This is an optimization exercise on Yosys and OpenROAD, whose aim is small area, a short achievable clock period and few clock cycles per item, not a production implementation.
Function was checked by simulation only, so behaviour that the tests miss may differ from the original.

run A:
Design marked_cell_distance, start of the top module:
module marked_cell_distance #(
    parameter int MAX_COLS = 1024,
    parameter int MAX_ROWS = 1024
) (
    input  logic                        aclk,
    input  logic                        aresetn,
    input  logic                        s_tvalid,
    output logic                        s_tready,
    input  logic [7:0]                  s_tdata,    
    output logic                        m_tvalid,
    input  logic                        m_tready,
    output logic [15:0]                 m_tdata,    
    output logic [0:0]                  m_tuser,    
    input  logic                        cfg_wen,
    input  logic                        cfg_index,
    input  logic [mcd_pkg::PT_W-1:0]    cfg_data
);
    localparam int NS = 6;     
    logic                                w_acc;
    logic [NS:0]                         v_c, nl_c, sat_c;
    logic [NS:0][mcd_pkg::X_W-1:0]       x_c;
    logic [NS:0][15:0]                   un_c;
    assign un_c[0] = ~16'd1;    
    mcd_front u_front (
        .aclk      (aclk),
        .aresetn   (aresetn),
        .s_tready  (s_tready),
        .s_tvalid  (s_tvalid),
        .s_tdata   (s_tdata),
        .cfg_wen   (cfg_wen),
        .cfg_index (cfg_index),
        .cfg_data  (cfg_data),
        .v_o       (v_c[0]),
        .nl_o      (nl_c[0]),
        .sat_o     (sat_c[0]),
        .w_acc_o   (w_acc),
        .x_o       (x_c[0])
    );
    for (genvar i = 0; i < NS; i++) begin : g_cell
        mcd_sqrt_cell #(
            .K ((i == 0) ? 0 : 2 * i + 2),
            .N ((i == 0) ? 2 : 1)
        ) u_cell (
            .aclk    (aclk),
            .aresetn (aresetn),
            .v_i     (v_c[i]),
            .nl_i    (nl_c[i]),
  ...
Size: roughly 3300 cells after synthesis, ~600 flip-flops, about 44 I/O pins, roughly 33000 sq um of cells after synthesis.
clock: 6.5 ns
lec_check: 0
abc_clock_period_in_ps: 2500
cap_margin: 20
core_margin: 2
core_utilization: 40
cts_cluster_diameter: 80
cts_cluster_size: 30
setup_slack_margin: 3.8
slew_margin: 20
run.sh (not shown) runs the stock make flow with config.mk's settings and CLKGATE_MAP_FILE= SYNTH_SCRIPT=/design/flow/synth_recipe.tcl, a recipe that flattens the netlist after the stock synthesis.
Run A was carried through to the last stage, and its layout satisfied the timing, design-rule and antenna checks.
Testbench counts of run A, summed over its fixed seeds: cycles 32,176, items 32,000.
Edits applied to the flow inputs when going from run A to run B:
Settings: a deleted CTS_CLUSTER_SIZE that had been 30; a change of SETUP_SLACK_MARGIN from 3.8 to 3.9; a deleted CTS_CLUSTER_DIAMETER that had been 80.
[summary]
Vias: run B above run A
Diff run A -> run B | number of buffers inserted during clock tree synthesis | up by more than 100%
The remaining routing DRC violations of run A and that of run B are within noise of each other.
For run B, the origin of the worst setup path was g_cell[3].u_cell.x_reg[27], unlike run A, where it was g_cell[3].u_cell.x_reg[16].
Looking at final routed wire length divided by cell count across run A and run B, the one that comes out lower is run A.
Sort run A and run B by fraction of standard cell area in multi-input logic, descending, and run A comes first.
Run B and run A ended up with roughly the same setup slack of the worst register-to-register path.
Compared run B vs run A, and sequential share of layout area is down in run B.
diff inputs: run B => run C
Settings: CTS_CLUSTER_SIZE now 30, previously not set; SETUP_SLACK_MARGIN now 3.8, was 3.9; CTS_CLUSTER_DIAMETER now 60, previously not set.
[summary]
Changes observed in run C relative to run B: utilization after layout moved down, post-route cell area -about 3.6%.
> inputs changed (run C -> run D)
Settings: a deleted CTS_CLUSTER_DIAMETER that had been 60; a deleted CTS_CLUSTER_SIZE that had been 30.
==> results.txt <==
- Comparing global-route usage for run C and run D, the bigger number came from run D.
- Diff run C..run D | hold slack | negligible
- Path depth of the worst reg2reg path, run C and run D: smaller value in run D
- Fmax: run D lower than run C
- Comparing run C and run D, the lower register-to-register slack was measured on run D.
- Per the comparison of run D with run C, share of the final layout cell area in sequential cells has decreased, multi-input combinational cell count has remained practically unchanged.

afterwards: timing with drivers on the ports:
The results above use ideal ports. As a check the final layouts listed here were re-extracted and re-timed, cells and wires unchanged.
Step 1: set_driving_cell puts a clkbuf_16 on aclk and a buf_2 on each other input, an assumption about the parent block.
Step 2, shift: input delay + t, output delay - t, t = (earliest + latest rising clock arrival at the registers) / 2. This alone moves slack from input paths to output paths.
Three values: no drivers, after step 1, after step 2; two values: the first two.
run | t, ns | slack for setup (ns) | clock arrival spread, ns
run A | 0.704 | 3.826 / 3.778 / 3.206 | 0.051 / 0.051
run B | 0.667 | 3.821 / 3.821 / 3.372 | 0.056 / 0.055
run C | 0.659 | 3.845 / 3.834 / 3.283 | 0.043 / 0.043
run D | 0.670 | 3.792 / 3.792 / 3.275 | 0.046 / 0.046
After both steps setup and hold are still met in every run listed. The setup slack of run A, which loses most, moves by -0.048 ns with the drivers and by -0.620 ns with both steps.
